From an optimization exercise on the open Yosys and OpenROAD flow, aimed at small area, a short achievable clock period and few clock cycles per item; shortcuts taken in it are not production practice. Function was checked by simulation only, so behaviour that the tests miss may differ from the original. Power figures rest on the tool's default switching activity, not on a simulated workload.

--- flow/constraint.sdc ---
create_clock -name core_clock -period 4.0 [get_ports {clk}]
set_input_delay 0.8000 -clock core_clock [delete_from_list [all_inputs] [get_ports {clk}]]
set_output_delay 0.8000 -clock core_clock [all_outputs]
set_load 0.01 [all_outputs]
--- flow/run.sh ---
#!/bin/bash
# synth_recipe.tcl (not shown) runs the flow's synth.tcl, then flattens the netlist and writes it again
# the make line also repeats each setting of config.mk as NAME=value (left out here)
make -C /OpenROAD-flow-scripts/flow DESIGN_CONFIG=/design/flow/config.mk WORK_HOME=/design/flow/orfs CLKGATE_MAP_FILE= SYNTH_SCRIPT=/design/flow/synth_recipe.tcl finish
--- flow/design.v ---
module mobius_inv_seq #(
   parameter int N      = 512,
   parameter int log2_N = 9,
   parameter int PRE    = 4
) (
   input  logic         clk,
   input  logic         rst_n,
   input  logic         start,
   input  logic [0:N-1] inputs,
   output logic         busy,
   output logic         done,
   output logic [0:N-1] outputs
);
   function automatic logic [0:N-1] levels(input logic [0:N-1] v, input int lo, input int hi);
      logic [0:N-1] a;
      a = v;
      for (int s = lo; s < hi; s++)
         for (int i = 0; i < N; i++)
            if (((i >> s) & 1) != 0) a[i] = a[i] ^ a[i - (1 << s)];
      levels = a;
   endfunction
   logic         done_q;
   logic         accept;
   logic [0:N-1] pre;
   logic [0:N-1] mid_q;
   assign accept = start & ~done_q;
   assign pre    = levels(inputs, 0, PRE);
   always_ff @(posedge clk or negedge rst_n) begin
      if (!rst_n) done_q <= 1'b0;
      else        done_q <= accept;
   end
   always_ff @(posedge clk) begin
      if (accept) mid_q <= pre;
   end
   assign busy    = 1'b0;
   assign done    = done_q;
   assign outputs = levels(mid_q, PRE, log2_N);
endmodule
--- flow/config.mk ---
export PLATFORM = sky130hd
export DESIGN_NAME = mobius_inv_seq
export DESIGN_NICKNAME = mobius_inv_seq
export VERILOG_FILES = /design/flow/design.v
export SDC_FILE = /design/flow/constraint.sdc
export NUM_CORES = 4
export LEC_CHECK = 0
export CAP_MARGIN = 20
export CORE_MARGIN = 2
export CORE_UTILIZATION = 40
export SLEW_MARGIN = 20
==> results of run 1 <==
==> cell type report <==
cell class                      count  area [sq um]  share of cell area
Timing Repair Buffer             1427         13400               0.242
Tap cell                         1243          1560              0.0281
Inverter                           55           206             0.00373
Sequential cell                   513         15400               0.278
Multi-Input combinational cell   2334         22900               0.413
Clock inverter                     40           369             0.00667
Antenna cell                        4          10.0            0.000181
Clock buffer                       70          1560              0.0282
==> synth_stat cells (all sizes together) <==
master and instances:
xnor2 1734, xor2 598, edfxtp 512, inv 55, buf 50, clkbuf 6
conb 1, dfrtp 1, nor2b 1
==> stage by stage <==
step / TNS [ps] / instances / setup WS [ps]
floorplan: -2508260 / 2958 / -5060
global placement: -21.5 / 5504 / -21.5
detailed placement: 0 / 5504 / 26.3
CTS: -94.7 / 5646 / -35.8
global route: -96.1 / 5682 / -36.9
finish: -211 / 5686 / -45.9
==> cells in the final DEF, fill, tap and decap left out, types with 5 or more instances in the layout <==
| master | count |
|---|---|
| xnor2_1 | 1585 |
| clkdlybuf4s50_1 | 1022 |
| xor2_1 | 520 |
| edfxtp_1 | 512 |
| buf_4 | 391 |
| xnor2_2 | 112 |
| clkbuf_16 | 61 |
| inv_1 | 55 |
| xor2_2 | 52 |
| xnor2_4 | 37 |
| xor2_4 | 26 |
| clkinv_2 | 10 |
| clkbuf_1 | 9 |
| buf_12 | 9 |
| clkinvlp_4 | 8 |
| clkinv_1 | 8 |
| bufinv_16 | 5 |
| clkinv_4 | 5 |
==> state kept, by name, summed over array words and instances (netlist names) <==
register,flops
mid_q,512
done_q,1
==> worst paths after layout <==
check / from / depth (start not counted) / to / slack, ps
max in group asynchronous: rst_n / 1 / done_q / 3600
min reg2reg: done_q / 2 / mid_q[201] / 850
min: rst_n / 1 / done_q / 300
min in group core_clock: done_q / 2 / mid_q[201] / 850
max: mid_q[2] / 8 / outputs[482] / -50
max reg2reg: done_q / 3 / mid_q[415] / 2100
==> kinds of logic after synthesis <==
family                    share of synthesized area
xor gates and xnor gates                      0.570
DFF                                           0.414
buffers and inverters                        0.0159
and+or+nand+nor                            0.000168
other                                      0.000101
==> power groups by stage <==
stage	combinational (mW)	clock, mW	sequential (mW)
CTS	35.5	5.57	7.85
global route	37.3	5.76	7.93
global placement	34.1	0	7.91
floorplan	13.6	0	7.64
finish	37.0	5.58	7.88
detailed placement	34.0	0	7.92
==> metal layers <==
layer,up-vias,global-route usage,part of all wire
met5,-,0,0.00020
met4,6,0.297,0.079
met3,550,0.128,0.10
met2,2323,0.731,0.45
met1,15312,0.546,0.36
li1,12193,-,-
==> timing repair <==
| action | CTS | global route |
|---|---|---|
| endpoints found under the setup margin | 73 | 33 |
| buffers inserted | 32 | 36 |
| pin swaps | 28 | 26 |
| endpoints found under the hold margin | 0 | 0 |
| gates resized for setup | 135 | 68 |
==> results.ini, run 1 <==
[worst_setup_path]
worst-path-max-fanout=4
cp_num_buf_inv=4
criticalPathCategory=reg -> out
crit_chain=buf_12 -> buf_4 -> xor2_1 -> xnor2_1 -> buf_4 -> xnor2_2 -> xnor2_1 -> clkdlybuf4s50_1
required_ps=3200
crit_family=buffers and inverters
slowest_stage=clkdlybuf4s50_1
startpoint_type=flop
worstSetupEndpointType=output pin
cp.arrival_ps=3250
critPathMaxStageDelay_ps=600

[yosys]
synth.distinct_cells=15
synth_top_area_share=0.414
synth_warnings=1
syn_nets=3473
netlist_area_sq_um=37200
synthTopCellsByArea=edfxtp_1 (41%), xnor2_1 (40%), xor2_1 (13%)
postSynthCellCount=2958
ys_ff_latch=513
synth_largest_area_cell=edfxtp_1
yosysSeqAreaShare=0.414
avgSynthCellArea_sq_um=12.6

[placed_design]
hpwl_um=198000
gp_congestion=1.18
post_dp_cell_area_sq_um=51200
port-buffer-count=1027

[power]
power_density_nw_per_um2=911
ir_drop_mv=0.852
p_leak_nw=19.3
power.total_mw=50.4
p_int_mw=27.2
combPwrFrac=0.733
swShare=0.462
seqPwrFrac=0.156
p_clk_frac=0.111
p_sw_mw=23.3

[sta]
setup_slack_ps=-45.9
min_period_over_period=1.01
min_period_ps=4050
finalHoldViolCount=0
fin_skew_ps=19.0
whs_ps=299
drv_slew=0
tightest_slew_ps=1220
maxSlewHeadroom=0.180
max_freq_mhz=247
setup_viol=9
rsz0062_at_grt=yes

[grt]
grt.total_usage=0.459
grt_pass1_vias=30604
grt_pass1_wl_um=285000
antenna_found_initial=13
overflow=0
grt_max_degree=101

[final_layout]
fin_util=0.602
fillers=7584
area_growth_pct=48.9
nNetsFinal=4906
drive_gt1_frac=0.162
stdcell_area_sq_um=55400

[routing]
vias_per_cell=5.34
first_iter_violations=4042
first_pass_iters=5
wl_um=225000
drt-wirelength-per-cell_um=39.6
remaining_drc_errors=0
ant_nets=0
vias=30384

[outcome]
so_faults=setup timing
status=finished with violations

[floorplanning]
core-area_sq_um=91900
die_y_um=309
io_pins=1029
die_x_um=309
start_util=0.404
rows=111
die_area_sq_um=95400

[clock_tree]
clock_sinks=513
cts.clk_slew.worst_paths_ps=60
cts-root-buf=clkbuf_16
cts_made_buffers=60
cts_hold_buf=0
h-tree-depth=2
cts_tree=done
worstSkewPairLatency_ps=640
clockBufferDepth=3

[min_path]
hp-class=in -> async

[run]
maxCapViolCount=0

Testbench counts, summed over its fixed seeds: cycles 3,200, items 1,600.
==> run 2, diff against run 1 <==
--- a/flow/design.v
+++ b/flow/design.v
@@ -2,5 +2,5 @@
    parameter int N      = 512,
    parameter int log2_N = 9,
-   parameter int PRE    = 4
+   parameter int PRE    = 8
 ) (
    input  logic         clk,
==> flow/flow/run.sh (new file) <==
#!/bin/bash
# The standard layout, except that the port buffers are the smallest plain
# buffer (buf_1) instead of the delay buffer buffer_ports picks by default.
set -euo pipefail
export BUFFER_PORTS_ARGS="-buffer_cell sky130_fd_sc_hd__buf_1"
bash standard.sh > standard.log 2>&1
==> flow/standard.sh (new file) <==
#!/bin/bash
# synth_recipe.tcl (not shown) runs the flow's synth.tcl, then flattens the netlist and writes it again
# the make line also repeats each setting of config.mk as NAME=value (left out here)
make -C /OpenROAD-flow-scripts/flow DESIGN_CONFIG=/design/flow/config.mk WORK_HOME=/design/flow/orfs CLKGATE_MAP_FILE= SYNTH_SCRIPT=/design/flow/synth_recipe.tcl "${@:-finish}"
removed: flow/run.sh
==> results.ini, run 2 <==
[worst_setup_path]
slowest_stage=xnor2_1
worst-r2r-cell-count=2  ; -1
worstSetupEndpointType=flop
worst-path-max-fanout=6  ; +2
crit_family=XOR/XNOR gates
cp_num_buf_inv=2  ; -2
rr_startpoint=done_q
required_ps=4390  ; +1190 ps
reg2reg_to=mid_q[108]
cp.arrival_ps=3840  ; +590 ps
startpoint_type=input port
criticalPathCategory=in -> reg
rrSetupSlack_ps=1910  ; -190 ps
critPathMaxStageDelay_ps=750  ; +150 ps
cp_common_cell=xnor2_1
startpoint=inputs[32]
crit_chain=buf_1 -> buf_4 -> xnor2_1 -> xnor2_1 -> xnor2_1 -> xnor2_1 -> xor2_1 -> xor2_1 -> xor2_1

[sta]
setup_viol=0  ; -9
min_period_over_period=0.864  ; -0.147
rsz0062_at_grt=no
fin_skew_ps=23.8  ; +4.75 ps
drv_slew=0  ; unchanged
maxSlewHeadroom=0.277  ; +0.0963
min_period_ps=3460  ; -589 ps
max_freq_mhz=289  ; +17%
setup_slack_ps=543  ; +589 ps
tightest_slew_ps=1080  ; -143 ps
finalSetupTns_ps=0  ; +211 ps
finalHoldViolCount=0  ; unchanged

[placed_design]
gp_congestion=1.04  ; -12%
dp_cells=5571  ; +1.2%
pre_cts_ws_ps=33.2  ; +6.89 ps
port-buffer-count=1027  ; unchanged
hpwl_um=184000  ; -7.4%

[grt]
grt_pass1_wl_um=263000  ; -7.5%
grt_max_degree=63  ; -38%
overflow=0  ; unchanged
grt_pass1_vias=28704  ; -6.2%
grt.total_usage=0.404  ; -0.0556
antenna_found_initial=2  ; -11

[yosys]
avgSynthCellArea_sq_um=12.2  ; -3.0%
netlist_area_sq_um=38500  ; +3.5%
synth_warnings=1  ; unchanged
synthTopCellsByArea=edfxtp_1 (40%), xnor2_1 (37%), xor2_1 (15%)
syn_nets=3671  ; +5.7%
synth_edf_count=512  ; unchanged
synth_most_common_cell=xnor2_1
synth_top_area_share=0.400  ; -0.0138
synth_largest_area_cell=edfxtp_1
synthArstFlopShare=0.00195  ; unchanged
synth.distinct_cells=17  ; +2
yosysSeqAreaShare=0.400  ; -0.0138
ys_ff_latch=513  ; unchanged
synthFlopType=edfxtp_1
postSynthCellCount=3156  ; +6.7%
synth_common_cells=xnor2_1 (1631), xor2_1 (648), edfxtp_1 (512)

[floorplanning]
io_pins=1029  ; unchanged
core-area_sq_um=95200  ; +3.5%
die_area_sq_um=98700  ; +3.4%
start_util=0.404  ; about the same
die_x_um=314  ; +1.7%
rows=113  ; +1.8%
die_y_um=314  ; +1.7%

[routing]
ant_nets=0  ; unchanged
vias=28970  ; -4.7%
vias_per_cell=5.10  ; -4.6%
first_pass_iters=5  ; unchanged
wl_um=206000  ; -8.6%
drt-wirelength-per-cell_um=36.2  ; -8.5%
first_iter_violations=3288  ; -19%
remaining_drc_errors=0  ; unchanged

[power]
power.total_mw=45.3  ; -10%
p_int_mw=25.1  ; -7.4%
p_sw_mw=20.1  ; -13%
p_leak_nw=15.9  ; -18%
p_clk_frac=0.136  ; +0.025
seqPwrFrac=0.277  ; +0.121
combPwrFrac=0.588  ; -0.145
ir_drop_mv=0.667  ; -22%
swShare=0.445  ; -0.0167
power_density_nw_per_um2=959  ; +5.3%

[final_layout]
drive_gt1_frac=0.123  ; -0.0397
finalNonFillerCells=5683  ; -0.053%
n_antenna_cell=0  ; -4
reg.largest.list=mid_q: 512 flops, done_q: 1 flops
largest_reg_flops=512  ; unchanged
layout_commonest_cell=xnor2_1
fillers=9185  ; +21%
regMostFlops=mid_q
nNetsFinal=4884  ; -0.45%
layout_common_cells=xnor2_1 (1631), buf_1 (1027), xor2_1 (648)
area_growth_pct=22.7

[clock_tree]
clock_sinks=513  ; unchanged
cts_made_buffers=60  ; unchanged
cts_tree=done
clockBufferDepth=3  ; unchanged
worstSkewPairLatency_ps=660  ; +20 ps
cts.clk_slew.worst_paths_ps=60  ; about the same
h-tree-depth=2  ; unchanged
cts-root-buf=clkbuf_16

[min_path]
hp-class=in -> async

[outcome]
status=timing/DRC/antenna clean

[run]
maxCapViolCount=0  ; unchanged

-- run 2: changes by cell type after synthesis --
cell and delta:
xnor2_4 +7, buf_4 +236, inv_1 -25, xor2_2 -16, xnor2_1 -63, clkbuf_1 +19, xor2_1 +82, xor2_4 -10
buf_6 -6, xor3_1 +4, xnor2_2 -27, buf_2 -11, xnor3_1 +8
-- run 2: cell families after synthesis --
group,Yosys count,synth area share
other,1,0.0000975
DFF,513,0.400
and+or+nand+nor,1,0.000163
buffers and inverters,324,0.0577
xor gates and xnor gates,2317,0.542
-- run 2: per-layer routing --
layer / routed length (um) / vias up / track usage
li1: - / 12185 / -
met5: 21 / - / 0
met1: 82100 / 14817 / 0.518
met2: 99000 / 1666 / 0.680
met3: 15400 / 298 / 0.0650
met4: 9450 / 4 / 0.159
-- run 2: final cells by class --
cell class,instances,area [sq um],area share
Tap cell,1265,1580,0.0335
Clock buffer,64,1520,0.0321
Sequential cell,513,15400,0.326
Multi-Input combinational cell,2319,20900,0.442
Clock inverter,47,627,0.0133
Timing Repair Buffer,1445,7100,0.150
Inverter,30,113,0.00239
-- run 2: worst max path at each step --
stage,depth (start not counted),to,slack [ps]
CTS,9,mid_q[254],710
global route,9,mid_q[254],560
detailed placement,9,mid_q[254],30
finish,9,mid_q[254],540
global placement,9,mid_q[254],7
floorplan,1,done_q,-5060
-- run 2: metrics by stage --
stage,util,hold WS [ps],cell area [sq um]
global route,0.496,476,47200
global placement,0.473,570,45000
floorplan,-,504,38500
finish,0.496,462,47200
detailed placement,0.473,569,45000
CTS,0.496,435,47200
-- run 2: power by group through the flow --
stage          registers [mW]  clock network (mW)  logic (mW)
6_report                 12.5                6.14        26.6
3_3_place_gp             12.6                   0        26.1
5_1_grt                  12.5                6.32        27.9
4_1_cts                  12.5                6.15        26.4
3_5_place_dp             12.6                   0        26.2
2_1_floorplan            10.9                   0        17.3
-- run 2: worst reg2reg max path: stages, from the launching register on --
cell and delay [ps]:
dfrtp_1 410, nor2b_4 660, buf_4 640
-- run 2: what timing repair did --
item                                    in CTS  in global routing
setup buffers                                0                  0
endpoints found under the setup margin       0                  0
hold endpoints to repair                     1                  0
resized for setup                            0                  0
hold buffers                                 1                  0
Testbench counts of run 2, summed over its fixed seeds: cycles 3,200, items 1,600.
==> run 3, diff against run 2 <==
==> flow/design.v (replaced) <==
module mobius_inv_seq #(
   parameter int N      = 512,
   parameter int log2_N = 9,
   parameter int PRE    = 8
) (
   input  logic         clk,
   input  logic         rst_n,
   input  logic         start,
   input  logic [0:N-1] inputs,
   output logic         busy,
   output logic         done,
   output logic [0:N-1] outputs
);
   logic [0:(log2_N+1)*N-1] lv;
   logic [0:N-1]            mid_q;
   logic                    done_q;
   logic                    accept;
   assign lv[0 +: N] = inputs;
   for (genvar s = 0; s < log2_N; s++) begin : g_lvl
      localparam int D = 1 << s;
      logic [0:N-1] cur;
      logic [0:N-1] nxt;
      if (s == PRE) begin : g_reg
         assign cur = mid_q;
      end else begin : g_comb
         assign cur = lv[s*N +: N];
      end
      for (genvar i = 0; i < N; i++) begin : g_el
         if (((i >> s) & 1) != 0) begin : g_x
            mobius_xor2 u_x (.a(cur[i]), .b(cur[i - D]), .y(nxt[i]));
         end else begin : g_p
            assign nxt[i] = cur[i];
         end
      end
      assign lv[(s+1)*N +: N] = nxt;
   end
   assign accept = start & ~done_q;
   always_ff @(posedge clk or negedge rst_n) begin
      if (!rst_n) done_q <= 1'b0;
      else        done_q <= accept;
   end
   always_ff @(posedge clk) begin
      if (accept) mid_q <= lv[PRE*N +: N];
   end
   assign busy    = 1'b0;
   assign done    = done_q;
   assign outputs = (PRE == log2_N) ? mid_q : lv[log2_N*N +: N];
endmodule
module mobius_xor2 (
   input  logic a,
   input  logic b,
   output logic y
);
   assign y = a ^ b;
endmodule
--- a/flow/config.mk
+++ b/flow/config.mk
@@ -8,4 +8,6 @@
 export CAP_MARGIN = 20
 export CORE_MARGIN = 2
-export CORE_UTILIZATION = 40
+export CORE_UTILIZATION = 60
 export SLEW_MARGIN = 20
+export SYNTH_HIERARCHICAL = 1
+export SYNTH_MINIMUM_KEEP_SIZE = 0
==> results.ini, run 3 <==
[floorplanning]
die_y_um=254  ; -19%
start_util=0.607  ; +0.203
rows=91  ; -19%
die_x_um=254  ; -19%

[yosys]
synth_warnings=7  ; +6
ys_ff_latch=513  ; unchanged
yosysSeqAreaShare=0.410  ; +0.0100
synth.distinct_cells=6  ; -11
synth_largest_area_cell=xor2_1
synth_common_cells=xor2_1 (2304), edfxtp_1 (512), buf_4 (257)
avgSynthCellArea_sq_um=12.2  ; about the same
postSynthCellCount=3076  ; -2.5%
synth_edf_count=512  ; unchanged
synthArstFlopShare=0.00195  ; unchanged
synthTopCellsByArea=xor2_1 (54%), edfxtp_1 (41%), buf_4 (5.1%)
synthFlopType=edfxtp_1
synth_top_area_share=0.538  ; +0.138
netlist_area_sq_um=37500  ; -2.4%
syn_nets=3591  ; -2.2%
synth_most_common_cell=xor2_1

[outcome]
status=aborted with a tool error
stop_stage=I/O pin placement (3_2_place_iop)
error_line=[ERROR PPL-0024] Number of IO pins (1029) exceeds maximum number of available positions (914). Increase the die perimeter from 1016.34um to 1399.44um.

[run 3: cell types whose count changed after synthesis, moves of 2 or more]
cell      delta
buf_6        -2
clkbuf_1    -25
xnor3_1      -8
xnor2_2      -9
xor3_1       -4
xnor2_4     -11
inv_1       -30
xor2_4       -5
xnor2_1   -1631
buf_4        -4
xor2_1    +1656
buf_2        -6
[run 3: Yosys stat by module (local to each module, per instance)]
module	cell area, sq um	cells	times used
mobius_xor2	8.76	1	2304
mobius_inv_seq	17300	772	1
[run 3: cells by family after synthesis]
| family | after synthesis | share of synthesized area |
|---|---|---|
| AND/OR/NAND/NOR | 1 | 0.000367 |
| other | 1 | 0.0000999 |
| flip-flops | 513 | 0.410 |
| XOR/XNOR | 2304 | 0.538 |
| buffers and inverters | 257 | 0.0514 |
Testbench counts of run 3, summed over its fixed seeds: cycles 3,200, items 1,600.
==> run 4, diff against run 3 <==
--- a/flow/config.mk
+++ b/flow/config.mk
@@ -9,4 +9,5 @@
 export CORE_MARGIN = 2
 export CORE_UTILIZATION = 60
+export SETUP_SLACK_MARGIN = 1.5
 export SLEW_MARGIN = 20
 export SYNTH_HIERARCHICAL = 1
==> results.ini, run 4 <==
[outcome]
status=aborted with a tool error
stop_stage=I/O pin placement (3_2_place_iop)
error_line=[ERROR PPL-0024] Number of IO pins (1029) exceeds maximum number of available positions (914). Increase the die perimeter from 1016.34um to 1399.44um.

[yosys]
synth_edf_count=512  ; unchanged
synthArstFlopShare=0.00195  ; unchanged
netlist_area_sq_um=37500  ; unchanged
synth_largest_area_cell=xor2_1
synthTopCellsByArea=xor2_1 (54%), edfxtp_1 (41%), buf_4 (5.1%)
synth_common_cells=xor2_1 (2304), edfxtp_1 (512), buf_4 (257)
postSynthCellCount=3076  ; unchanged
synth.distinct_cells=6  ; unchanged
yosysSeqAreaShare=0.410  ; unchanged
synth_warnings=7  ; unchanged
syn_nets=3591  ; unchanged
synth_most_common_cell=xor2_1
synthFlopType=edfxtp_1
synth_top_area_share=0.538  ; unchanged
avgSynthCellArea_sq_um=12.2  ; unchanged
ys_ff_latch=513  ; unchanged

[floorplanning]
rows=91  ; unchanged
die_x_um=254  ; unchanged
die_y_um=254  ; unchanged
start_util=0.607  ; unchanged

[run 4: cell counts after synthesis]
No cell type changed its count.
[run 4: cells by family after synthesis]
| kind of cell | synth area share |
|---|---|
| xor+xnor | 0.538 |
| buf+inv | 0.0514 |
| flops | 0.410 |
| other cells | 0.0000999 |
| simple gates | 0.000367 |
[run 4: Yosys stat by module, one instance, submodules excluded]
module          cells  cell area, sq um  times used
mobius_inv_seq    772             17300           1
mobius_xor2         1              8.76        2304
==> run 5, diff against run 4 <==
--- a/flow/design.v
+++ b/flow/design.v
@@ -2,5 +2,5 @@
    parameter int N      = 512,
    parameter int log2_N = 9,
-   parameter int PRE    = 8
+   parameter int PRE    = 7
 ) (
    input  logic         clk,
--- a/flow/config.mk
+++ b/flow/config.mk
@@ -8,6 +8,5 @@
 export CAP_MARGIN = 20
 export CORE_MARGIN = 2
-export CORE_UTILIZATION = 60
-export SETUP_SLACK_MARGIN = 1.5
+export CORE_UTILIZATION = 40
 export SLEW_MARGIN = 20
 export SYNTH_HIERARCHICAL = 1
==> results.ini, run 5 <==
[outcome]
status=timing/DRC/antenna clean

[routing]
first_pass_iters=5
wirelength_met1_um=82300
drt-wirelength-per-cell_um=37.3
topRoutingLayerUsed=met5
vias_per_cell=5.09
first_iter_violations=2980
wl_um=206000
ant_nets=0
dr_wl_met2_um=96700
vias=28124
met3_length_um=15900
remaining_drc_errors=0

[final_layout]
layout_commonest_cell=xor2_1
fin_util=0.488
drive_gt1_frac=0.0943
largest_reg_flops=512
reg.largest.list=mid_q: 512 flops, done_q: 1 flops
regMostFlops=mid_q
stdcell_area_sq_um=45500
area_growth_pct=21.3
fillers=9019
nNetsFinal=4729
layout_common_cells=xor2_1 (2304), buf_1 (1027), edfxtp_1 (512)

[yosys]
synthSimpleGateAreaFrac=0.000367  ; unchanged
synthArstFlopShare=0.00195  ; unchanged
synth_largest_area_cell=xor2_1
syn_nets=3591  ; unchanged
synth_edf_count=512  ; unchanged
postSynthCellCount=3076  ; unchanged
synth_top_area_share=0.538  ; unchanged
netlist_area_sq_um=37500  ; unchanged
synth_common_cells=xor2_1 (2304), edfxtp_1 (512), buf_4 (257)
synth_warnings=7  ; unchanged
muxShareOfSynthArea=0  ; unchanged
synth.distinct_cells=6  ; unchanged
synthAdderAreaFrac=0  ; unchanged
synthFlopType=edfxtp_1
synth_top_family_by_area=XOR/XNOR gates
synth_most_common_cell=xor2_1
synthTopCellsByArea=xor2_1 (54%), edfxtp_1 (41%), buf_4 (5.1%)
synthXorXnorAreaFrac=0.538  ; unchanged
avgSynthCellArea_sq_um=12.2  ; unchanged
synth-compound-area-share=0  ; unchanged
yosysSeqAreaShare=0.410  ; unchanged
ys_ff_latch=513  ; unchanged

[worst_setup_path]
worst-path-max-fanout=3
criticalPathCategory=reg -> out
required_ps=3200
cp.arrival_ps=2750
rr_startpoint=done_q
startpoint=mid_q[1]
startpoint_type=flop
worstSetupEndpointType=output pin

[clock_tree]
clock_sinks=513
cts_tree=done
cts_resized=0
cts-root-buf=clkbuf_16
clockBufferDepth=3
worstSkewPairLatency_ps=690
cts_made_buffers=61
h-tree-depth=2
cts_hold_buf=1
post_cts_buffers=0
cts.clk_slew.worst_paths_ps=60

[sta]
maxSlewHeadroom=0.269
finalHoldViolCount=0
tightest_slew_ps=1090
min_period_over_period=0.887
drv_slew=0
rsz0062_at_grt=no
setup_viol=0
fin_skew_ps=19.1
max_freq_mhz=282
min_period_ps=3550

[run]
maxCapViolCount=0

[power]
p_clk_frac=0.159
power_density_nw_per_um2=821
ir_drop_mv=0.426
seqPwrFrac=0.299
p_leak_nw=18.5
p_sw_mw=18.2
p_int_mw=19.2
swShare=0.487
combPwrFrac=0.542

[floorplanning]
core-area_sq_um=93200
rows=112  ; +23%
die_y_um=310  ; +22%
die_area_sq_um=96300
start_util=0.403  ; -0.204
io_pins=1029
die_x_um=310  ; +22%

[grt]
grt_max_degree=97
grt.total_usage=0.414
antenna_found_initial=7
grt_pass1_wl_um=257000
overflow=0
grt_pass1_vias=27486

[placed_design]
hpwl_um=183000
gp_congestion=1.04
post_dp_cell_area_sq_um=43400
port-buffer-count=1027

[min_path]
hp-class=in -> async

==> run 5: stage by stage <==
stage	hold slack, ps	total power [mW]	setup slack, ps	instances	setup TNS (ps)
floorplan	504	22.3	-5060	3076	-2508260
global placement	565	31.1	338	5404	0
detailed placement	564	31.1	232	5404	0
CTS	380	37.1	536	5519	0
global route	419	38.6	567	5519	0
finish	415	37.4	452	5521	0
==> run 5: layout make-up <==
cell class,instances,area [sq um],share of cell area
Clock inverter,46,527,0.0116
Clock buffer,68,1570,0.0346
Sequential cell,513,15400,0.338
Antenna cell,2,5.00,0.000110
Timing Repair Buffer,1332,6250,0.137
Multi-Input combinational cell,2306,20200,0.444
Tap cell,1254,1570,0.0345
==> run 5: Yosys stat by module, one instance, submodules excluded <==
module,flops+latches,cell area [sq um],copies in the design,cells inside
mobius_inv_seq,513,17300,1,772
mobius_xor2,0,8.76,2304,1
==> run 5: power groups by stage <==
stage	sequential, mW	combinational (mW)	clock, mW
floorplan	9.90	12.4	0
global placement	11.2	19.8	0
detailed placement	11.2	19.9	0
CTS	11.1	20.0	5.98
global route	11.1	21.2	6.17
finish	11.2	20.3	5.94
==> run 5: worst paths after layout <==
kind                       slack, ps            to  cells after the start
max                              450  outputs[385]                      3
min in group core_clock          500        done_q                      2
max in group asynchronous       3490        done_q                      2
min reg2reg                      620        done_q                      1
min                              420        done_q                      2
max reg2reg                     1990    mid_q[395]                      3
==> run 5: logic make-up after synthesis <==
logic type	after synthesis
other	1
buffers and inverters	257
flip-flops	513
XOR/XNOR	2304
AND/OR/NAND/NOR	1
==> run 5: metal layers <==
layer	GRT usage	vias up
met5	0	-
met4	0.197	8
met3	0.0751	326
met2	0.672	1640
met1	0.533	14301
li1	-	11849
==> run 5: critical path, stage by stage (launching register included) <==
cell	delay, ps
edfxtp_1	540
xor2_1	610
xor2_1	700
buf_1	220
Testbench counts of run 5, summed over its fixed seeds: cycles 3,200, items 1,600.
==> run 6, diff against run 5 <==
--- a/flow/config.mk
+++ b/flow/config.mk
@@ -9,4 +9,5 @@
 export CORE_MARGIN = 2
 export CORE_UTILIZATION = 40
+export SETUP_SLACK_MARGIN = 1.0
 export SLEW_MARGIN = 20
 export SYNTH_HIERARCHICAL = 1
==> results.ini, run 6 <==
[final_layout]
nNetsFinal=4721  ; -0.17%
area_growth_pct=22.5
regArea_sq_um=15400  ; unchanged
regMostFlops=mid_q
reg.largest.list=mid_q: 512 flops, done_q: 1 flops
layout_common_cells=xor2_1 (2242), buf_1 (1027), edfxtp_1 (512)
fillers=8875  ; -1.6%
stdcell_area_sq_um=46000  ; +1.0%
drive_gt1_frac=0.105  ; +0.0111
layout_commonest_cell=xor2_1
multiInputGateArea_sq_um=20800  ; +3.1%
largest_reg_flops=512  ; unchanged

[floorplanning]
die_y_um=310  ; unchanged
rows=112  ; unchanged
start_util=0.403  ; unchanged
io_pins=1029  ; unchanged
die_x_um=310  ; unchanged
core-area_sq_um=93200  ; unchanged
die_area_sq_um=96300  ; unchanged

[sta]
min_period_ps=3060  ; -489 ps
rsz0062_at_grt=yes
whs_ps=500  ; +84.9 ps
fin_skew_ps=69.6  ; +50.5 ps
drv_slew=0  ; unchanged
finalHoldViolCount=0  ; unchanged
tightest_slew_ps=919  ; -174 ps
max_freq_mhz=327  ; +16%
min_period_over_period=0.765  ; -0.122
setup_viol=0  ; unchanged
maxSlewHeadroom=0.385  ; +0.116

[worst_setup_path]
critPathMaxStageDelay_ps=720  ; +20 ps
cp.arrival_ps=3440  ; +690 ps
required_ps=4380  ; +1180 ps
startpoint_type=input port
crit_chain=buf_1 -> buf_4 -> xor2_1 -> xor2_1 -> xor2_1 -> xor2_1 -> xor2_1
criticalPathCategory=in -> reg
slowest_stage=xor2_1
rr_startpoint=done_q
cp_common_cell=xor2_1
worst-path-max-fanout=6  ; +3
worstSetupEndpointType=flop
startpoint=inputs[448]

[routing]
vias_per_cell=5.17  ; +1.4%
first_iter_violations=3193  ; +7.1%
remaining_drc_errors=0  ; unchanged
drt-wirelength-per-cell_um=37.4  ; +0.28%
vias=28448  ; +1.2%
first_pass_iters=5  ; unchanged
ant_nets=0  ; unchanged
wl_um=206000  ; about the same

[yosys]
synth_edf_count=512  ; unchanged
synth_top_area_share=0.538  ; unchanged
netlist_area_sq_um=37500  ; unchanged
synth_most_common_cell=xor2_1
synth_largest_area_cell=xor2_1
synthFlopType=edfxtp_1
postSynthCellCount=3076  ; unchanged
avgSynthCellArea_sq_um=12.2  ; unchanged
synth.distinct_cells=6  ; unchanged
synth_warnings=7  ; unchanged
synth_common_cells=xor2_1 (2304), edfxtp_1 (512), buf_4 (257)
yosysSeqAreaShare=0.410  ; unchanged
syn_nets=3591  ; unchanged
synthTopCellsByArea=xor2_1 (54%), edfxtp_1 (41%), buf_4 (5.1%)
ys_ff_latch=513  ; unchanged
synthArstFlopShare=0.00195  ; unchanged

[clock_tree]
cts_made_buffers=57  ; -6.6%
clockBufferDepth=3  ; unchanged
h-tree-depth=2  ; unchanged
cts_tree=done
clock_sinks=513  ; unchanged
cts.clk_slew.worst_paths_ps=70  ; about the same
worstSkewPairLatency_ps=680  ; about the same
cts-root-buf=clkbuf_16

[power]
p_sw_mw=18.9  ; +3.7%
p_leak_nw=18.5  ; +0.12%
power_density_nw_per_um2=822  ; +0.11%
seqPwrFrac=0.300  ; about the same
combPwrFrac=0.555  ; +0.013
ir_drop_mv=0.541  ; +27%
p_clk_frac=0.146  ; -0.013
swShare=0.499  ; +0.0126
p_int_mw=18.9  ; -1.3%

[placed_design]
port-buffer-count=1027  ; unchanged
hpwl_um=182000  ; about the same
gp_congestion=1.13  ; +8.7%
post_dp_cell_area_sq_um=43600  ; +0.35%

[grt]
grt_pass1_vias=27854  ; +1.3%
overflow=0  ; unchanged
grt_pass1_wl_um=259000  ; +0.62%
grt.total_usage=0.415  ; +0.00106
grt_max_degree=92  ; -5.2%
antenna_found_initial=3  ; -4

[run]
maxCapViolCount=0  ; unchanged

[outcome]
status=timing/DRC/antenna clean

[min_path]
hp-class=in -> async

==> run 6: cell counts after synthesis <==
No cell type changed its count.
==> run 6: metrics by stage <==
step	setup WS, ps	cells	setup TNS [ps]	power (mW)	util
after floorplan	-5060	3076	-2508260	22.3	-
after global placement	238	5393	0	31.6	0.467
after detailed placement	232	5393	0	31.5	0.467
after CTS	818	5505	0	37.4	0.492
after global routing	998	5506	0	38.9	0.493
final	941	5507	0	37.8	0.493
==> run 6: power by group through the flow <==
stage                     combinational, mW  clock, mW  sequential [mW]
after floorplan                        12.4          0             9.90
after global placement                 20.3          0             11.3
after detailed placement               20.3          0             11.3
after CTS                              20.6       5.54             11.2
after global routing                   21.8       5.73             11.3
final                                  21.0       5.50             11.3
==> run 6: path summary, 6_finish.rpt <==
path / endpoint / slack, ps / cells after the start
worst max-delay path: mid_q[508] / 940 / 7
worst min-delay path: done_q / 500 / 2
worst max register to register: mid_q[187] / 1960 / 2
worst min register to register: mid_q[245] / 790 / 1
max in group asynchronous: done_q / 3390 / 2
min in group core_clock: mid_q[0] / 600 / 2
==> run 6: timing repair <==
action                                  4_1_cts  5_1_grt
hold buffers                                  1        0
hold endpoints to repair                      1        0
buffers inserted                              6        1
endpoints found under the setup margin       32       10
pin swaps                                     1        0
resized for setup                            42       11
==> run 6: per-module statistics from Yosys, one instance, submodules excluded <==
module | cell area [sq um] | times used
mobius_inv_seq | 17300 | 1
mobius_xor2 | 8.76 | 2304
==> run 6: critical path: cells and delay by family <==
family                 cells  cell delay [ps]
XOR/XNOR                   5             2140
buffers and inverters      2              490
==> run 6: area by class of cell <==
type,instances,share of cell area
multi-input cells,2306,0.453
flip-flops and latches,513,0.335
repair buffers,1328,0.136
well taps,1254,0.0341
clock buffers,66,0.0318
clock inverters,39,0.00988
diodes,1,0.0000544
==> run 6: metal layers <==
metal	wire, um	global-route usage
met5	0	0
met2	97200	0.682
met3	14500	0.0544
met4	11400	0.194
met1	83100	0.542
==> run 6: cells by family (layout without fill, tap and decap cells) <==
family	after synthesis	count (layout)	share of synthesized area
xor gates and xnor gates	2304	2304	0.538
buffers and inverters	257	1433	0.0514
DFF	513	513	0.410
other	1	2	0.0000999
and+or+nand+nor	1	1	0.000367
==> run 7, diff against run 6 <==
--- a/flow/design.v
+++ b/flow/design.v
@@ -2,5 +2,5 @@
    parameter int N      = 512,
    parameter int log2_N = 9,
-   parameter int PRE    = 7
+   parameter int PRE    = 8
 ) (
    input  logic         clk,
==> flow/flow/run.sh (replaced) <==
#!/bin/bash
# The standard layout, except that:
# - the port buffers are the smallest plain buffer (buf_1) instead of the
#   delay buffer buffer_ports picks by default;
# - pins may sit one routing track apart, so that the 1029 ports fit on the
#   edge of a die sized by the cells rather than by the pin count.
set -euo pipefail
export BUFFER_PORTS_ARGS="-buffer_cell sky130_fd_sc_hd__buf_1"
export PLACE_PINS_ARGS="-min_distance 1 -min_distance_in_tracks"
bash standard.sh > standard.log 2>&1
--- a/flow/config.mk
+++ b/flow/config.mk
@@ -8,6 +8,6 @@
 export CAP_MARGIN = 20
 export CORE_MARGIN = 2
-export CORE_UTILIZATION = 40
-export SETUP_SLACK_MARGIN = 1.0
+export CORE_UTILIZATION = 60
+export SETUP_SLACK_MARGIN = 1.5
 export SLEW_MARGIN = 20
 export SYNTH_HIERARCHICAL = 1
==> results.ini, run 7 <==
[final_layout]
area_growth_pct=45.3
drive_gt1_frac=0.326  ; +0.220
nNetsFinal=4944  ; +4.7%
multiInputGateArea_sq_um=27500  ; +32%
layout_commonest_cell=xor2_1
regArea_sq_um=15400  ; unchanged
reg.largest.list=mid_q: 512 flops, done_q: 1 flops
fillers=2655  ; -70%
layout_common_cells=xor2_1 (1640), buf_1 (848), edfxtp_1 (512)
regMostFlops=mid_q
stdcell_area_sq_um=54500  ; +19%
finalNonFillerCells=5323  ; -3.3%
fin_util=0.882  ; +0.388
largest_reg_flops=512  ; unchanged

[placed_design]
hpwl_um=150000  ; -18%
dp_cells=5019  ; -6.9%
post_dp_cell_area_sq_um=45400  ; +4.2%
gp_congestion=1.30  ; +16%
port-buffer-count=1027  ; unchanged
pre_cts_ws_ps=37.2  ; -195 ps

[power]
swShare=0.498  ; -0.00159
power_density_nw_per_um2=868  ; +5.5%
p_clk_frac=0.120  ; -0.026
power.total_mw=47.3  ; +25%
ir_drop_mv=0.631  ; +17%
p_leak_nw=21.4  ; +16%
seqPwrFrac=0.263  ; -0.037
p_sw_mw=23.5  ; +25%
p_int_mw=23.8  ; +26%
combPwrFrac=0.617  ; +0.062

[grt]
grt_pass1_vias=31566  ; +13%
grt.total_usage=0.564  ; +0.149
antenna_found_initial=14  ; +11
overflow=0  ; unchanged
grt_max_degree=106  ; +15%
grt_pass1_wl_um=243000  ; -6.2%

[worst_setup_path]
cp.arrival_ps=3650  ; +210 ps
worst-r2r-cell-count=2  ; unchanged
startpoint_type=input port
worst-path-max-fanout=3  ; -3
required_ps=4350  ; -30 ps
criticalPathCategory=in -> reg
worstSetupEndpointType=flop

[clock_tree]
clockBufferDepth=3  ; unchanged
worstSkewPairLatency_ps=670  ; about the same
cts.clk_slew.worst_paths_ps=70  ; about the same
cts_tree=done
h-tree-depth=2  ; unchanged
cts_made_buffers=54  ; -5.3%
clock_sinks=513  ; unchanged
cts-root-buf=clkbuf_16

[floorplanning]
die_x_um=254  ; -18%
rows=91  ; -19%
start_util=0.607  ; +0.204
io_pins=1029  ; unchanged
core-area_sq_um=61800  ; -34%
die_y_um=254  ; -18%
die_area_sq_um=64600  ; -33%

[outcome]
so_faults=capacitance limit, slew limit
status=finished with violations

[run]
maxCapViolCount=1  ; +1

[sta]
drv_slew=2  ; +2
whs_ps=466  ; -34.1 ps
tightest_slew_ps=1520  ; +604 ps
fin_skew_ps=37.7  ; -31.9 ps
min_period_over_period=0.825  ; +0.0600
maxSlewHeadroom=-0.0188  ; -0.404
finalSetupTns_ps=0  ; unchanged
max_freq_mhz=303  ; -7.3%
finalHoldViolCount=0  ; unchanged
min_period_ps=3300  ; +240 ps
setup_slack_ps=701  ; -240 ps
rsz0062_at_grt=yes
setup_viol=0  ; unchanged

[routing]
first_pass_iters=15  ; +10
vias_per_cell=6.40  ; +24%
wl_um=207000  ; +0.16%
drt-wirelength-per-cell_um=38.8  ; +3.6%
ant_nets=0  ; unchanged
vias=34055  ; +20%
first_iter_violations=5720  ; +79%
remaining_drc_errors=0  ; unchanged

[yosys]
avgSynthCellArea_sq_um=12.2  ; unchanged
synth.distinct_cells=6  ; unchanged
yosysSeqAreaShare=0.410  ; unchanged
postSynthCellCount=3076  ; unchanged
netlist_area_sq_um=37500  ; unchanged
synth_common_cells=xor2_1 (2304), edfxtp_1 (512), buf_4 (257)
synth_edf_count=512  ; unchanged
synthTopCellsByArea=xor2_1 (54%), edfxtp_1 (41%), buf_4 (5.1%)
synth_most_common_cell=xor2_1
syn_nets=3591  ; unchanged
ys_ff_latch=513  ; unchanged
synthArstFlopShare=0.00195  ; unchanged
synth_top_area_share=0.538  ; unchanged
synthFlopType=edfxtp_1
synth_largest_area_cell=xor2_1
synth_warnings=7  ; unchanged

[min_path]
hp-class=in -> async

==> run 7: cells by family (layout without fill, tap and decap cells) <==
| group | count (synthesis) | count (layout) | share of synthesized area |
|---|---|---|---|
| simple gates | 1 | 1 | 0.000367 |
| flops | 513 | 513 | 0.410 |
| xor+xnor | 2304 | 2304 | 0.538 |
| buf+inv | 257 | 1654 | 0.0514 |
| other cells | 1 | 14 | 0.0000999 |
==> run 7: critical path, stage by stage <==
cell    delay (ps)
buf_1          200
xor2_1         260
xor2_2         300
xor2_2         390
buf_4          200
buf_4          110
xor2_1        1160
xor2_1         210
==> run 7: path summary, 6_finish.rpt <==
kind / from / end / slack, ps
worst max-delay path: inputs[195] / mid_q[199] / 700
worst min-delay path: rst_n / done_q / 470
worst max register to register: done_q / mid_q[143] / 1880
worst min register to register: done_q / done_q / 660
max in group asynchronous: rst_n / done_q / 3440
min in group core_clock: inputs[128] / mid_q[128] / 580
==> run 7: area by class of cell <==
type | count | area share
Clock inverter | 44 | 0.0104
Multi-Input combinational cell | 2306 | 0.505
Tap cell | 837 | 0.0192
Clock buffer | 56 | 0.0249
Sequential cell | 513 | 0.282
Antenna cell | 13 | 0.000597
Timing Repair Buffer | 1554 | 0.157
==> run 7: power groups by stage <==
stage,registers (mW),logic (mW),clock network [mW]
final,12.5,29.2,5.69
after detailed placement,12.0,22.4,0
after global routing,12.3,29.6,5.80
after floorplan,10.9,14.9,0
after global placement,12.0,21.9,0
after CTS,11.9,23.9,5.56
==> run 7: Yosys stat by module, one instance, submodules excluded <==
module | area (sq um) | flip-flops and latches | times used
mobius_inv_seq | 17300 | 513 | 1
mobius_xor2 | 8.76 | 0 | 2304
==> run 7: what timing repair did <==
item                       4_1_cts  5_1_grt
gates resized for setup        441      382
hold buffers                     1        0
setup buffers                   87      103
hold endpoints to repair         1        0
pin swaps                      106      151
setup endpoints to repair      137       87
==> run 7: layer usage <==
metal | vias to the layer above | GRT usage | part of all wire
met5 | - | 0.0216 | 0.0055
met4 | 34 | 0.498 | 0.13
met3 | 1541 | 0.292 | 0.19
met2 | 4413 | 0.773 | 0.38
met1 | 16292 | 0.638 | 0.29
li1 | 11775 | - | -
Testbench counts of run 7, summed over its fixed seeds: cycles 3,200, items 1,600.
==> run 8, diff against run 7 <==
--- a/flow/design.v
+++ b/flow/design.v
@@ -2,5 +2,5 @@
    parameter int N      = 512,
    parameter int log2_N = 9,
-   parameter int PRE    = 8
+   parameter int PRE    = 7
 ) (
    input  logic         clk,
--- a/flow/config.mk
+++ b/flow/config.mk
@@ -8,6 +8,5 @@
 export CAP_MARGIN = 20
 export CORE_MARGIN = 2
-export CORE_UTILIZATION = 60
-export SETUP_SLACK_MARGIN = 1.5
+export CORE_UTILIZATION = 50
 export SLEW_MARGIN = 20
 export SYNTH_HIERARCHICAL = 1
==> results.ini, run 8 <==
[final_layout]
layout_commonest_cell=xor2_1
layout_common_cells=xor2_1 (2304), buf_1 (1027), edfxtp_1 (512)
reg.largest.list=mid_q: 512 flops, done_q: 1 flops
fillers=6170  ; +130%
regMostFlops=mid_q
multiInputGateArea_sq_um=20200  ; -27%
regArea_sq_um=15400  ; unchanged
finalNonFillerCells=5208  ; -2.2%
drive_gt1_frac=0.0884  ; -0.237
area_growth_pct=19.7
largest_reg_flops=512  ; unchanged
nNetsFinal=4702  ; -4.9%

[worst_setup_path]
slowest_stage=xor2_1
rr_startpoint=done_q
cp_common_cell=xor2_1
rrSetupSlack_ps=1790  ; -90 ps
reg2reg_to=mid_q[186]
worstSetupEndpointType=flop
required_ps=4400  ; +50 ps
cp.arrival_ps=3690  ; +40 ps
crit_chain=buf_1 -> xor2_1 -> xor2_1 -> xor2_1 -> xor2_1 -> buf_4 -> xor2_1 -> xor2_1 -> xor2_1
cp-endpoint=mid_q[383]
startpoint=inputs[300]
critPathMaxStageDelay_ps=860  ; -300 ps
worst-r2r-cell-count=3  ; +1
startpoint_type=input port
criticalPathCategory=in -> reg
worst-path-max-fanout=3  ; unchanged

[clock_tree]
clockBufferDepth=3  ; unchanged
cts_resized=0  ; -100%
worstSkewPairLatency_ps=660  ; about the same
clock_sinks=513  ; unchanged
cts-root-buf=clkbuf_16
cts_tree=done
cts_made_buffers=56  ; +3.7%
cts.clk_slew.worst_paths_ps=70  ; about the same
h-tree-depth=2  ; unchanged
post_cts_buffers=0  ; -100%

[min_path]
hp-class=in -> async

[grt]
grt_pass1_vias=29387  ; -6.9%
met1_usage=0.599  ; -0.0390
antenna_found_initial=12  ; -2
grt_max_degree=54  ; -49%
grt_use_met3=0.136  ; -0.156
grt_pass1_wl_um=245000  ; +0.83%
grt.total_usage=0.469  ; -0.0947
overflow=0  ; unchanged
busiest_layer=met2
use_met2=0.689  ; -0.0841

[placed_design]
gp_congestion=1.17  ; -10%
hpwl_um=159000  ; +6.3%
port-buffer-count=1027  ; unchanged
dp_cells=5097  ; +1.6%
pre_cts_ws_ps=245  ; +208 ps

[sta]
drv_slew=0  ; -2
setup_slack_ps=712  ; +11.1 ps
rsz0062_at_grt=no
finalSetupTns_ps=0  ; unchanged
setup_viol=0  ; unchanged
maxSlewHeadroom=0.288  ; +0.307
fin_skew_ps=36.0  ; -1.68 ps
whs_ps=467  ; +1.25 ps
tightest_slew_ps=1070  ; -455 ps
max_freq_mhz=304  ; +0.34%
finalHoldViolCount=0  ; unchanged
min_period_ps=3290  ; -11.1 ps
min_period_over_period=0.822  ; -0.00277

[floorplanning]
die_x_um=278  ; +9.4%
die_area_sq_um=77300  ; +20%
start_util=0.505  ; -0.102
die_y_um=278  ; +9.4%
rows=100  ; +9.9%
core-area_sq_um=74300  ; +20%
io_pins=1029  ; unchanged

[yosys]
synthArstFlopShare=0.00195  ; unchanged
synthTopCellsByArea=xor2_1 (54%), edfxtp_1 (41%), buf_4 (5.1%)
synth_most_common_cell=xor2_1
synthFlopType=edfxtp_1
synth_warnings=7  ; unchanged
netlist_area_sq_um=37500  ; unchanged
postSynthCellCount=3076  ; unchanged
synth_top_area_share=0.538  ; unchanged
syn_nets=3591  ; unchanged
avgSynthCellArea_sq_um=12.2  ; unchanged
synth.distinct_cells=6  ; unchanged
synth_largest_area_cell=xor2_1
yosysSeqAreaShare=0.410  ; unchanged
ys_ff_latch=513  ; unchanged
synth_edf_count=512  ; unchanged
synth_common_cells=xor2_1 (2304), edfxtp_1 (512), buf_4 (257)

[routing]
drt-wirelength-per-cell_um=35.9  ; -7.4%
first_iter_violations=4132  ; -28%
wl_um=187000  ; -9.4%
ant_nets=0  ; unchanged
first_pass_iters=6  ; -9
vias=29791  ; -13%
remaining_drc_errors=0  ; unchanged
vias_per_cell=5.72  ; -11%

[power]
power_density_nw_per_um2=807  ; -7.0%
ir_drop_mv=0.482  ; -24%
p_leak_nw=18.3  ; -14%

[outcome]
status=timing/DRC/antenna clean

[run]
maxCapViolCount=0  ; -1

run 8: changes by cell type in the layout (fill, tap and decap cells not counted), moves of 7 or more:
cell / change
xor2_1: +664
xor2_2: -455
xor2_4: -209
buf_4: -204
buf_1: +179
buf_2: -91
clkbuf_2: -80
buf_12: -22
buf_6: -16
clkinv_1: -7
run 8: final cells by class:
class / instances / area share
Sequential cell: 513 / 0.343
Clock buffer: 65 / 0.0322
Timing Repair Buffer: 1310 / 0.137
Multi-Input combinational cell: 2306 / 0.450
Clock inverter: 38 / 0.0110
Tap cell: 969 / 0.0270
Antenna cell: 7 / 0.000390
run 8: critical path, delay by kind of cell:
| family | cells | cell delay, ps |
|---|---|---|
| xor gates and xnor gates | 7 | 2380 |
| buffers and inverters | 2 | 500 |
run 8: per-stage QoR:
step	total power [mW]	util	area, sq um
after global routing	37.1	0.604	44900
after detailed placement	29.7	0.578	42900
after floorplan	22.3	-	37500
after CTS	35.4	0.604	44900
after global placement	29.3	0.578	42900
final	36.2	0.604	44900
run 8: logic make-up after synthesis:
kind of cell / count (synthesis) / share of synthesized area
XOR/XNOR: 2304 / 0.538
buffers and inverters: 257 / 0.0514
flip-flops: 513 / 0.410
other: 1 / 0.0000999
AND/OR/NAND/NOR: 1 / 0.000367
run 8: per-module statistics from Yosys (local to each module, per instance):
module | times used | cells inside | area (sq um) | flip-flops and latches
mobius_inv_seq | 1 | 772 | 17300 | 513
mobius_xor2 | 2304 | 1 | 8.76 | 0
run 8: worst min-delay path by stage:
stage | from | end | slack (ps)
after CTS | rst_n | done_q | 470
after detailed placement | rst_n | done_q | 570
after global routing | rst_n | done_q | 470
after floorplan | rst_n | done_q | 500
final | rst_n | done_q | 470
after global placement | rst_n | done_q | 560
run 8: report_power, final:
| group | switching (mW) | internal [mW] | total [mW] | leakage [nW] |
|---|---|---|---|---|
| sequential | 2.00 | 8.97 | 11.0 | 4.89 |
| clock | 2.44 | 3.21 | 5.65 | 0.946 |
| combinational | 13.0 | 6.61 | 19.6 | 12.5 |
| total | 17.4 | 18.8 | 36.2 | 18.3 |
run 8: per-layer routing:
layer | share of wire | vias up
li1 | - | 11803
met1 | 0.37 | 14631
met2 | 0.42 | 2749
met3 | 0.12 | 600
met4 | 0.081 | 8
met5 | 0.00029 | -
run 8: timing repair:
action                                  in CTS  in global routing
hold buffers                                 1                  0
endpoints found under the setup margin       0                  0
endpoints found under the hold margin        1                  0
Testbench counts of run 8, summed over its fixed seeds: cycles 3,200, items 1,600.
==> run 9, diff against run 8 <==
==> flow/design.v (replaced) <==
module mobius_inv_seq #(
   parameter int N      = 512,
   parameter int log2_N = 9,
   parameter int PRE    = 7
) (
   input  logic         clk,
   input  logic         rst_n,
   input  logic         start,
   input  logic [0:N-1] inputs,
   output logic         busy,
   output logic         done,
   output logic [0:N-1] outputs
);
   logic [0:N-1] lv [0:log2_N];
   logic [0:N-1] mid_q;
   logic         done_q;
   logic         accept;
   assign lv[0] = inputs;
   for (genvar s = 0; s < log2_N; s++) begin : g_lvl
      localparam int D = 1 << s;
      logic [0:N-1]   v;
      logic [0:N-1]   w;
      logic [0:N/2-1] hi;
      logic [0:N/2-1] lo;
      logic [0:N/2-1] x;
      if (s == PRE) begin : g_reg
         assign v = mid_q;
      end else begin : g_comb
         assign v = lv[s];
      end
      always_comb begin
         for (int k = 0; k < N / 2; k++) begin
            hi[k] = v[((k >> s) << (s + 1)) + D + (k & (D - 1))];
            lo[k] = v[((k >> s) << (s + 1)) + (k & (D - 1))];
         end
      end
      mobius_xor_vec #(.W(N / 2)) u_x (.a(hi), .b(lo), .y(x));
      always_comb begin
         w = v;
         for (int k = 0; k < N / 2; k++)
            w[((k >> s) << (s + 1)) + D + (k & (D - 1))] = x[k];
      end
      assign lv[s+1] = w;
   end
   assign accept = start & ~done_q;
   always_ff @(posedge clk or negedge rst_n) begin
      if (!rst_n) done_q <= 1'b0;
      else        done_q <= accept;
   end
   always_ff @(posedge clk) begin
      if (accept) mid_q <= lv[PRE];
   end
   assign busy    = 1'b0;
   assign done    = done_q;
   assign outputs = (PRE == log2_N) ? mid_q : lv[log2_N];
endmodule
module mobius_xor_vec #(
   parameter int W = 256
) (
   input  logic [0:W-1] a,
   input  logic [0:W-1] b,
   output logic [0:W-1] y
);
   assign y = a ^ b;
endmodule
--- a/flow/config.mk
+++ b/flow/config.mk
@@ -9,4 +9,5 @@
 export CORE_MARGIN = 2
 export CORE_UTILIZATION = 50
+export SETUP_SLACK_MARGIN = 2.0
 export SLEW_MARGIN = 20
 export SYNTH_HIERARCHICAL = 1
==> results.ini, run 9 <==
[yosys]
synth_common_cells=xor2_1 (2304), edfxtp_1 (512), buf_4 (129)
yosysSeqAreaShare=0.421  ; +0.0108
ys_ff_latch=513  ; unchanged
synth_most_common_cell=xor2_1
synth_warnings=8  ; +1
postSynthCellCount=2948  ; -4.2%
netlist_area_sq_um=36600  ; -2.6%
avgSynthCellArea_sq_um=12.4  ; +1.7%
synth_largest_area_cell=xor2_1
synth_edf_count=512  ; unchanged
syn_nets=3463  ; -3.6%
synthArstFlopShare=0.00195  ; unchanged
synthFlopType=edfxtp_1
synthTopCellsByArea=xor2_1 (55%), edfxtp_1 (42%), buf_4 (2.6%)
synth_top_area_share=0.552  ; +0.0141
synth.distinct_cells=6  ; unchanged

[outcome]
stop_stage=global routing (5_1_grt)
error_line=[ERROR DPL-0038] Utilization greater than 100%, impossible to legalize
status=aborted with a tool error

[placed_design]
gp_congestion=1.14  ; -3.1%
hpwl_um=154000  ; -3.4%
pre_cts_ws_ps=462  ; +218 ps
port-buffer-count=1027  ; unchanged

[clock_tree]
h-tree-depth=2  ; unchanged
cts-root-buf=clkbuf_16
cts_made_buffers=55  ; -1.8%
clock_sinks=513  ; unchanged
clockBufferDepth=3  ; unchanged

[sta]
worst_endpoint=outputs[399]
worst_path_end_type=output port

[floorplanning]
io_pins=1029  ; unchanged
start_util=0.503  ; -0.00203
rows=99  ; -1.0%
die_x_um=274  ; -1.3%
die_y_um=274  ; -1.3%

[grt]
grt_max_degree=81

==> run 9: cells by family after synthesis <==
logic type             synth area share
XOR/XNOR                          0.552
flip-flops                        0.421
buffers and inverters            0.0265
AND/OR/NAND/NOR                0.000376
other                          0.000103
==> run 9: per-stage QoR <==
| step | setup TNS [ps] | hold WS [ps] | cell area [sq um] | utilization | instances |
|---|---|---|---|---|---|
| floorplan | -2508260 | 504 | 38800 | - | 2948 |
| global placement | 0 | 563 | 44100 | 0.606 | 4953 |
| CTS | 0 | 446 | 64000 | 0.880 | 5710 |
| detailed placement | 0 | 564 | 44100 | 0.606 | 4953 |
==> run 9: power by group through the flow <==
| stage | Combinational [mW] | Clock (mW) | Sequential, mW |
|---|---|---|---|
| floorplan | 12.1 | 0 | 9.90 |
| global placement | 18.1 | 0 | 11.2 |
| detailed placement | 18.4 | 0 | 11.2 |
| CTS | 27.1 | 5.26 | 11.0 |
==> run 9: how the worst min path moves through the flow <==
stage	start	end	slack (ps)	depth (start not counted)
after detailed placement	rst_n	done_q	560	1
after CTS	rst_n	done_q	450	2
after floorplan	rst_n	done_q	500	0
after global placement	rst_n	done_q	560	1
==> run 9: timing repair <==
item / 4_1_cts
endpoints found under the setup margin: 1135
endpoints found under the hold margin: 1
gates resized for setup: 2342
gates cloned: 0
pin swaps: 645
hold buffers: 1
setup buffers: 655
Testbench counts of run 9, summed over its fixed seeds: cycles 3,200, items 1,600.
==> run 10, diff against run 9 <==
--- a/flow/config.mk
+++ b/flow/config.mk
@@ -9,5 +9,5 @@
 export CORE_MARGIN = 2
 export CORE_UTILIZATION = 50
-export SETUP_SLACK_MARGIN = 2.0
+export SETUP_SLACK_MARGIN = 1.25
 export SLEW_MARGIN = 20
 export SYNTH_HIERARCHICAL = 1
==> results.ini, run 10 <==
[routing]
remaining_drc_errors=0
first_iter_violations=4063
vias=29007
wl_um=179000
vias_per_cell=5.63
drt-wirelength-per-cell_um=34.7
ant_nets=0
first_pass_iters=8

[grt]
met1_usage=0.590
grt.total_usage=0.459
antenna_found_initial=28
busiest_layer=met2
overflow=0
use_met2=0.680
grt_max_degree=124
grt_pass1_wl_um=231000
grt_pass1_vias=27999
grt_use_met3=0.111

[clock_tree]
cts_made_buffers=55  ; unchanged
clock_sinks=513  ; unchanged
cts.clk_slew.worst_paths_ps=70
h-tree-depth=2  ; unchanged
worstSkewPairLatency_ps=660
cts-root-buf=clkbuf_16
clockBufferDepth=3  ; unchanged
cts_tree=done

[power]
power.total_mw=35.7
power_density_nw_per_um2=777
p_leak_nw=18.3
ir_drop_mv=0.739

[worst_setup_path]
cp.arrival_ps=3230
required_ps=4370
cp_common_cell=xor2_1
critPathMaxStageDelay_ps=520
slowest_stage=xor2_1
criticalPathCategory=in -> reg
worstSetupEndpointType=flop
worst-path-max-fanout=3
crit_chain=buf_1 -> xor2_1 -> xor2_1 -> xor2_1 -> xor2_1 -> xor2_1 -> xor2_1 -> xor2_1
startpoint_type=input port
worst-r2r-cell-count=3

[yosys]
synth_edf_count=512  ; unchanged
synthTopCellsByArea=xor2_1 (55%), edfxtp_1 (42%), buf_4 (2.6%)
netlist_area_sq_um=36600  ; unchanged
syn_nets=3463  ; unchanged
synth_most_common_cell=xor2_1
synth_warnings=8  ; unchanged
synthArstFlopShare=0.00195  ; unchanged
ys_ff_latch=513  ; unchanged
synthFlopType=edfxtp_1
synth.distinct_cells=6  ; unchanged
postSynthCellCount=2948  ; unchanged
synth_top_area_share=0.552  ; unchanged
synth_largest_area_cell=xor2_1
yosysSeqAreaShare=0.421  ; unchanged
avgSynthCellArea_sq_um=12.4  ; unchanged
synth_common_cells=xor2_1 (2304), edfxtp_1 (512), buf_4 (129)

[final_layout]
largest_reg_flops=512
area_growth_pct=25.6
layout_common_cells=xor2_1 (2147), buf_1 (1007), edfxtp_1 (512)
layout_commonest_cell=xor2_1
reg.largest.list=mid_q: 512 flops, done_q: 1 flops
drive_gt1_frac=0.116
fillers=5881
nNetsFinal=4631
regMostFlops=mid_q
finalNonFillerCells=5152

[placed_design]
port-buffer-count=1027  ; unchanged
hpwl_um=154000  ; +0.20%
dp_cells=5003  ; +1.0%
gp_congestion=1.20  ; +5.8%
pre_cts_ws_ps=374  ; -87.9 ps

[floorplanning]
die_area_sq_um=75300
start_util=0.503  ; unchanged
io_pins=1029  ; unchanged
die_y_um=274  ; unchanged
rows=99  ; unchanged
die_x_um=274  ; unchanged
core-area_sq_um=72700

[sta]
min_period_over_period=0.715
fin_skew_ps=35.3
drv_slew=0
rsz0062_at_grt=yes
finalHoldViolCount=0
min_period_ps=2860
setup_viol=0
tightest_slew_ps=903
max_freq_mhz=350
whs_ps=480
finalSetupTns_ps=0
setup_slack_ps=1140
maxSlewHeadroom=0.396

[outcome]
status=timing/DRC/antenna clean

[min_path]
hp-class=in -> async

[run]
maxCapViolCount=0

## run 10: through the flow
step	cell area [sq um]	utilization
finish	45900	0.632
global route	45900	0.632
CTS	45400	0.624
detailed placement	42900	0.590
global placement	42900	0.590
floorplan	37200	-
## run 10: metal layers
| layer | vias to the layer above | part of all wire |
|---|---|---|
| li1 | 11555 | - |
| met1 | 14346 | 0.37 |
| met2 | 2557 | 0.43 |
| met3 | 539 | 0.11 |
| met4 | 10 | 0.086 |
| met5 | - | 0.00055 |
## run 10: repair_timing
| item | CTS | global route |
|---|---|---|
| endpoints found under the hold margin | 1 | 0 |
| endpoints found under the setup margin | 49 | 32 |
| pin swaps | 10 | 7 |
| buffers inserted | 8 | 6 |
| hold buffers | 1 | 0 |
| gates resized for setup | 73 | 61 |
## run 10: kinds of logic after synthesis
group                  synth area share
AND/OR/NAND/NOR                0.000376
buffers and inverters            0.0265
XOR/XNOR                          0.552
flip-flops                        0.421
other                          0.000103
## run 10: cell type report
type,count,area [sq um],share of cell area
multi-input combinational,2306,21800,0.474
clock buffer,66,1460,0.0318
clock inverter,37,482,0.0105
antenna,31,77.6,0.00169
sequential,513,15400,0.335
tap,959,1200,0.0261
timing repair buffer,1240,5530,0.120
## run 10: critical path, delay by kind of cell
family / cells / cell delay (ps)
xor+xnor: 7 / 2270
buf+inv: 1 / 140
## run 10: worst paths after layout
| path | slack, ps | startpoint | end |
|---|---|---|---|
| max | 1140 | inputs[88] | mid_q[127] |
| min | 480 | rst_n | done_q |
| max reg2reg | 1910 | done_q | mid_q[207] |
| min reg2reg | 740 | done_q | mid_q[16] |
| max in group asynchronous | 3420 | rst_n | done_q |
| min in group core_clock | 650 | inputs[384] | mid_q[384] |
## run 10: power breakdown
group | internal (mW) | leakage [nW] | switching, mW
Combinational | 6.56 | 12.5 | 12.4
Clock | 3.16 | 0.917 | 2.35
Sequential | 8.97 | 4.89 | 2.23
Total | 18.7 | 18.3 | 17.0
==> run 11, diff against run 10 <==
--- a/flow/config.mk
+++ b/flow/config.mk
@@ -8,5 +8,5 @@
 export CAP_MARGIN = 20
 export CORE_MARGIN = 2
-export CORE_UTILIZATION = 50
+export CORE_UTILIZATION = 58
 export SETUP_SLACK_MARGIN = 1.25
 export SLEW_MARGIN = 20
==> results.ini, run 11 <==
[worst_setup_path]
reg2reg_to=mid_q[262]
rr_startpoint=done_q
criticalPathCategory=in -> reg
startpoint=inputs[67]
cp-endpoint=mid_q[95]
worstSetupEndpointType=flop
startpoint_type=input port
cp.arrival_ps=3280  ; +50 ps
rrSetupSlack_ps=1880  ; -30 ps
worst-path-max-fanout=5  ; +2
worst-r2r-cell-count=3  ; unchanged
required_ps=4410  ; +40 ps

[yosys]
synth_common_cells=xor2_1 (2304), edfxtp_1 (512), buf_4 (129)
synthArstFlopShare=0.00195  ; unchanged
synth_warnings=8  ; unchanged
synth.distinct_cells=6  ; unchanged
synth_top_family_by_area=XOR/XNOR gates
synthAdderAreaFrac=0  ; unchanged
muxShareOfSynthArea=0  ; unchanged
synth_top_area_share=0.552  ; unchanged
synth-compound-area-share=0  ; unchanged
synthFlopType=edfxtp_1
synthSimpleGateAreaFrac=0.000376  ; unchanged
avgSynthCellArea_sq_um=12.4  ; unchanged
postSynthCellCount=2948  ; unchanged
ys_ff_latch=513  ; unchanged
synth_edf_count=512  ; unchanged
synthTopCellsByArea=xor2_1 (55%), edfxtp_1 (42%), buf_4 (2.6%)
yosysSeqAreaShare=0.421  ; unchanged
synth_largest_area_cell=xor2_1
netlist_area_sq_um=36600  ; unchanged
syn_nets=3463  ; unchanged
synth_most_common_cell=xor2_1
synthXorXnorAreaFrac=0.552  ; unchanged

[power]
p_leak_nw=18.1  ; -0.78%
ir_drop_mv=0.549  ; -26%
power_density_nw_per_um2=781  ; +0.49%

[clock_tree]
worstSkewPairLatency_ps=650  ; about the same
cts.clk_slew.worst_paths_ps=60  ; about the same
clock_sinks=513  ; unchanged
h-tree-depth=2  ; unchanged
cts_tree=done
cts_made_buffers=54  ; -1.8%
cts-root-buf=clkbuf_16
clockBufferDepth=3  ; unchanged

[grt]
grt.total_usage=0.505  ; +0.0459
grt_max_degree=111  ; -10%
grt_pass1_wl_um=220000  ; -4.8%
grt_pass1_vias=28273  ; +0.98%
overflow=0  ; unchanged
antenna_found_initial=19  ; -32%

[sta]
fin_skew_ps=22.2  ; -13.1 ps
drv_slew=0  ; unchanged
tightest_slew_ps=873  ; -29.9 ps
min_period_over_period=0.718  ; +0.00307
max_freq_mhz=348  ; -0.43%
setup_viol=0  ; unchanged
finalHoldViolCount=0  ; unchanged
min_period_ps=2870  ; +12.3 ps
rsz0062_at_grt=yes
maxSlewHeadroom=0.416  ; +0.0200

[outcome]
status=timing/DRC/antenna clean

[placed_design]
port-buffer-count=1027  ; unchanged
hpwl_um=143000  ; -7.2%
gp_congestion=1.24  ; +2.9%
dp_cells=4852  ; -3.0%

[final_layout]
layout_common_cells=xor2_1 (2117), buf_1 (1019), edfxtp_1 (512)
finalNonFillerCells=5000  ; -3.0%
layout_commonest_cell=xor2_1
fin_util=0.730  ; +0.0981
largest_reg_flops=512  ; unchanged
area_growth_pct=25.2
nNetsFinal=4606  ; -0.54%
reg.largest.list=mid_q: 512 flops, done_q: 1 flops
regMostFlops=mid_q
drive_gt1_frac=0.113  ; -0.00212

[routing]
first_iter_violations=4252  ; +4.7%
drt-wirelength-per-cell_um=34.1  ; -1.8%
remaining_drc_errors=0  ; unchanged
wl_um=170000  ; -4.7%
vias_per_cell=5.90  ; +4.8%
first_pass_iters=5  ; -3
ant_nets=0  ; unchanged
vias=29516  ; +1.8%

[floorplanning]
die_area_sq_um=65100  ; -14%
core-area_sq_um=62700  ; -14%
rows=92  ; -7.1%
start_util=0.583  ; +0.0800
die_x_um=255  ; -7.0%
die_y_um=255  ; -7.0%
io_pins=1029  ; unchanged

[min_path]
hp-class=in -> async

[run]
maxCapViolCount=0  ; unchanged

run 11: kinds of logic after synthesis:
group	count (synthesis)
xor+xnor	2304
buf+inv	129
flops	513
other cells	1
simple gates	1
run 11: worst min-delay path by stage:
stage               cells past startpoint  slack (ps)      to
detailed placement                      1         570  done_q
global route                            2         480  done_q
CTS                                     2         470  done_q
finish                                  2         470  done_q
global placement                        1         560  done_q
floorplan                               0         500  done_q
run 11: metal layers:
metal,GRT usage,share of wire
met5,0,0.00023
met4,0.435,0.10
met3,0.158,0.13
met2,0.734,0.42
met1,0.610,0.34
run 11: worst max-delay path, cell delays in order:
cell and delay [ps]:
buf_1 260, xor2_1 360, buf_4 210, xor2_4 290, xor2_2 360, xor2_2 320
xor2_1 280, xor2_1 400
run 11: area by class of cell:
cell class | instances | area, sq um
Sequential cell | 513 | 15400
Tap cell | 846 | 1060
Clock inverter | 40 | 395
Clock buffer | 59 | 1370
Multi-Input combinational cell | 2306 | 22100
Timing Repair Buffer | 1216 | 5400
Fill cell | 4326 | 16900
Antenna cell | 20 | 50.0
run 11: stage by stage:
| step | hold slack (ps) | TNS (ps) | cell area, sq um | setup slack (ps) | total power [mW] |
|---|---|---|---|---|---|
| after global routing | 479 | 0 | 45800 | 1160 | 36.7 |
| final | 469 | 0 | 45800 | 1130 | 35.8 |
| after detailed placement | 574 | 0 | 42500 | 398 | 29.1 |
| after CTS | 470 | 0 | 44900 | 1150 | 34.6 |
| after floorplan | 504 | -2508260 | 37200 | -5060 | 21.5 |
| after global placement | 563 | 0 | 42500 | 352 | 28.6 |
run 11: timing repair:
| action | 4_1_cts | 5_1_grt |
|---|---|---|
| pin swaps | 4 | 13 |
| setup endpoints to repair | 52 | 40 |
| gates resized for setup | 74 | 87 |
| setup buffers | 6 | 22 |
| endpoints found under the hold margin | 1 | 0 |
| hold buffers | 1 | 0 |
run 11: report_power, final:
part           total [mW]  internal, mW  switching (mW)  leakage, nW
clock network        5.12          2.78            2.33        0.846
registers            11.1          8.97            2.12         4.89
logic                19.6          6.56            13.0         12.4
total                35.8          18.3            17.4         18.1

Check on run 11: ideal ports give 1.128 ns setup slack; a clkbuf_16 on the clock port and buf_2 on the inputs give 1.116 ns; moving port delays by the midpoint clock arrival (0.706 ns) as well gives 0.461 ns.
